This is an optimization exercise on Yosys and OpenROAD, whose aim is small area, a short achievable clock period and few clock cycles, not a production implementation. RTL that was checked went through simulation tests only; none was proved equivalent to the original. Power figures rest on the tool's default switching activity, not on a simulated workload.

Setup of v6:
==> flow/design.v (excerpt) <==
module cab_bridge_top (
  input  logic        clk,
  input  logic        rst_n,
  input  logic [31:0] maddr,
  input  logic [63:0] mwdata,
  input  logic [1:0]  mwr,
  input  logic [1:0]  mreq,
  output logic [1:0]  mrdy,
  output logic [1:0]  mdn,
  output logic [63:0] mrdata,
  input  logic [1:0]  srdy,
  input  logic [1:0]  sack,
  input  logic [31:0] sackdata,
  output logic [1:0]  sreq,
  output logic [31:0] sreqdata
);
Size: about 670 cells after synthesis, ~180 flip-flops, ~8500 um2 of cells after synthesis.
clock: 7.0 ns
lec_check: 0
cap_margin: 20
core_margin: 2
core_utilization: 65
setup_slack_margin: 4
slew_margin: 20
standard.sh (not shown) runs the stock make flow with config.mk's settings and CLKGATE_MAP_FILE= SYNTH_SCRIPT=/design/flow/synth_recipe.tcl, a recipe that flattens the netlist after the stock synthesis.
==> flow/flow/run.sh <==
#!/bin/bash
# standard layout, with plain buffers on the ports instead of the delay cells
# buffer_ports picks, and a clock tree without dummy loads
set -euo pipefail
bash standard.sh "BUFFER_PORTS_ARGS=-buffer_cell sky130_fd_sc_hd__buf_2" \
  "CTS_ARGS=-sink_clustering_enable -repair_clock_nets -dont_use_dummy_load -sink_clustering_size 30 -buf_list sky130_fd_sc_hd__clkbuf_8 -root_buf sky130_fd_sc_hd__clkbuf_16" \
  finish > standard.log 2>&1
What v7 does differently from v6 at the input level:
# v6
export LEC_CHECK = 0
export CAP_MARGIN = 20
export CORE_MARGIN = 2
export CORE_UTILIZATION = 65
export SETUP_SLACK_MARGIN = 4
export SLEW_MARGIN = 20
create_clock -name core_clock -period 7.0 [get_ports {clk}]
# v7
export LEC_CHECK = 0
export CAP_MARGIN = 20
export CORE_MARGIN = 2
export CORE_UTILIZATION = 65
export SETUP_SLACK_MARGIN = 3.5
export SLEW_MARGIN = 20
create_clock -name core_clock -period 7.0 [get_ports {clk}]
## What came out
On count of multi-input gates: between v7 and v6, it ends up higher for v6. Worst hold slack, v7 and v6, lower one = v7. v7 improves on v6 in post-route minimum period.
No functional check of the RTL was part of any run of this note.


== before ==
cab_bridge_top, a different RTL version from the one above (not shown whole).
Size: about 630 cells after synthesis, roughly 240 I/O pins, ~7900 um^2 of cells after synthesis.
// cab_bridge_top
module cab_bridge_top (
  input  logic        clk,
  input  logic        rst_n,
  input  logic [31:0] maddr,
  input  logic [63:0] mwdata,
  input  logic [1:0]  mwr,
  input  logic [1:0]  mreq,
  output logic [1:0]  mrdy,
  output logic [1:0]  mdn,
  output logic [63:0] mrdata,
  input  logic [1:0]  srdy,
  input  logic [1:0]  sack,
  input  logic [31:0] sackdata,
  output logic [1:0]  sreq,
  output logic [31:0] sreqdata
);
  cab_bridge u_bridge (.*);
endmodule
Settings: LEC_CHECK=0, CAP_MARGIN=20, CORE_MARGIN=2, CORE_UTILIZATION=75, SETUP_SLACK_MARGIN=3.7, SLEW_MARGIN=20; clock period 7.0 ns.
==> flow/flow/run.sh <==
#!/bin/bash
# standard layout, with plain buffers on the ports instead of the delay cells
# buffer_ports picks, and a clock tree without dummy loads
set -euo pipefail
bash standard.sh "BUFFER_PORTS_ARGS=-buffer_cell sky130_fd_sc_hd__buf_1" \
  "CTS_ARGS=-sink_clustering_enable -repair_clock_nets -dont_use_dummy_load -sink_clustering_size 30 -buf_list sky130_fd_sc_hd__clkbuf_8 -root_buf sky130_fd_sc_hd__clkbuf_16" \
  finish > standard.log 2>&1
Testbench counts of before, summed over its fixed seeds: cycles 37,465.
#### Input delta (after over before)
Settings: swapping 3.7 for 3.9 in SETUP_SLACK_MARGIN; swapping 75 for 85 in CORE_UTILIZATION.
Findings:
after | ERROR | clock tree synthesis (4_1_cts)
before reached the final stage; the timing, DRC and antenna checks on its layout passed.
| worst slack after detailed placement | after vs before | 0.23 ns lower |
Compared with before, in after sequential-to-total area share from yosys stat was more or less identical; number of standard-cell rows in the floorplan -about 5.4%.


Setup of the previous run:
Another version of the RTL of cab_bridge_top (not shown whole).
Size: ~650 cells after synthesis, roughly 170 flip-flops, ~240 I/O pins, ~0.0081 mm² of cells after synthesis.
==> flow/config.mk <==
export PLATFORM = sky130hd
export DESIGN_NAME = cab_bridge_top
export DESIGN_NICKNAME = cab_bridge_top
export VERILOG_FILES = /design/flow/design.v
export SDC_FILE = /design/flow/constraint.sdc
export NUM_CORES = 4
export LEC_CHECK = 0
export CAP_MARGIN = 20
export CORE_MARGIN = 2
export CORE_UTILIZATION = 65
export SETUP_SLACK_MARGIN = 3.5
export SLEW_MARGIN = 20
==> flow/constraint.sdc <==
create_clock -name core_clock -period 7.0 [get_ports {clk}]
set_input_delay 1.4000 -clock core_clock [delete_from_list [all_inputs] [get_ports {clk}]]
set_output_delay 1.4000 -clock core_clock [all_outputs]
set_load 0.01 [all_outputs]
Scripts as last shown in full above: flow/flow/run.sh
#### Input delta (the current run over the previous run)
==> flow/flow/run.sh <==
#!/bin/bash
# standard layout, with plain buffers on the ports instead of the delay cells
# buffer_ports picks, and a clock tree without dummy loads
set -euo pipefail
bash standard.sh "BUFFER_PORTS_ARGS=-buffer_cell sky130_fd_sc_hd__buf_2" \
  "CTS_ARGS=-sink_clustering_enable -repair_clock_nets -dont_use_dummy_load -sink_clustering_size 30 -buf_list sky130_fd_sc_hd__clkbuf_8 -root_buf sky130_fd_sc_hd__clkbuf_16" \
  finish > standard.log 2>&1
==> run summary <==
- Min sequential share of layout area across the current run and the previous run: the current run
- When the current run is measured against the previous run, its starting DRC count in detailed routing turns out 68 lower.
- The current run and the previous run ended up with nearly the same final cell count.
- Compared with the previous run, the current run improves clock power.
No functional check of the RTL was part of any run of this note.


Another version of the RTL of cab_bridge_top (not shown whole).
Size: roughly 840 cells after synthesis, ~250 flip-flops, ~240 I/O pins.
// cab_bridge_top
module cab_bridge_top (
  input  logic        clk,
  input  logic        rst_n,
  input  logic [31:0] maddr,
  input  logic [63:0] mwdata,
  input  logic [1:0]  mwr,
  input  logic [1:0]  mreq,
  output logic [1:0]  mrdy,
  output logic [1:0]  mdn,
  output logic [63:0] mrdata,
  input  logic [1:0]  srdy,
  input  logic [1:0]  sack,
  input  logic [31:0] sackdata,
  output logic [1:0]  sreq,
  output logic [31:0] sreqdata
);
clock: 7.0 ns
lec_check: 0
cap_margin: 20
core_margin: 2
core_utilization: 40
setup_slack_margin: 4
slew_margin: 20
run.sh (not shown) runs the stock make flow with config.mk's settings and CLKGATE_MAP_FILE= SYNTH_SCRIPT=/design/flow/synth_recipe.tcl, a recipe that flattens the netlist after the stock synthesis.
Stock flow here: none of the scripts above is used.
Testbench counts at the start, summed over its fixed seeds: cycles 32,600.
Edit:
- SETUP_SLACK_MARGIN: 4 -> unset
Result: Final cell count went down by 7.2%. Die area does not change. Synthesized area does not change. Design area went down by 11%.
Edit:
==> flow/flow/run.sh (new file) <==
#!/bin/bash
# standard layout, with plain buffers on the ports instead of the delay cells buffer_ports picks
set -euo pipefail
bash standard.sh "BUFFER_PORTS_ARGS=-buffer_cell sky130_fd_sc_hd__buf_4" finish > standard.log 2>&1
==> flow/standard.sh (new file) <==
#!/bin/bash
# synth_recipe.tcl (not shown) runs the flow's synth.tcl, then flattens the netlist and writes it again
# the make line also repeats each setting of config.mk as NAME=value (left out here)
make -C /OpenROAD-flow-scripts/flow DESIGN_CONFIG=/design/flow/config.mk WORK_HOME=/design/flow/orfs CLKGATE_MAP_FILE= SYNTH_SCRIPT=/design/flow/synth_recipe.tcl "${@:-finish}"
- SETUP_SLACK_MARGIN: unset -> 3
removed: flow/run.sh
What happened: The new run produced a clean layout. Count of clock-buffer cells in the layout falls by 2. Sequential power barely changes. Clock skew went down by 0.010 ns. Setup slack improved by 0.83 ns.

what the ideal ports hide:
In the flow no input, the clock included, has a driving cell. The finished layouts below were timed again as built, in two steps. Step 1 (the two cells are an assumption about what drives the block):
set clk [get_ports {clk}]
set_driving_cell -lib_cell sky130_fd_sc_hd__clkbuf_16 $clk
set_driving_cell -lib_cell sky130_fd_sc_hd__buf_2 [delete_from_list [all_inputs] $clk]
Step 2 also shifts input and output timing later by t, the mid clock arrival at the registers, as if the neighbouring blocks saw the same clock. Slacks: ideal / step 1 / step 2; pairs: ideal / step 1.
run	t, ns	slack for setup (ns)	worst setup path after step 2	latest minus earliest clock arrival (ns)
v6	0.410	3.444 / 3.396 / 3.396	input to output	0.018 / 0.018
v7	0.401	3.448 / 3.397 / 3.313	input to register	0.027 / 0.027
before	0.397	3.594 / 3.560 / 3.409	input to register	0.020 / 0.021
the previous run	0.406	3.451 / 3.394 / 3.251	input to register	0.022 / 0.021
the current run	0.405	3.459 / 3.403 / 3.238	input to register	0.028 / 0.028
the first run of note 4	0.593	3.135 / 3.070 / 2.860	input to register	0.013 / 0.013
the second run of note 4	0.577	2.277 / 2.225 / 1.951	input to register	0.021 / 0.021
the third run of note 4	0.571	3.108 / 2.940 / 2.512	input to register	0.011 / 0.011
After both steps every run listed still meets setup and hold. For the third run of note 4, which loses most, drivers alone change the setup slack by -0.168 ns; drivers and shift together by -0.596 ns.
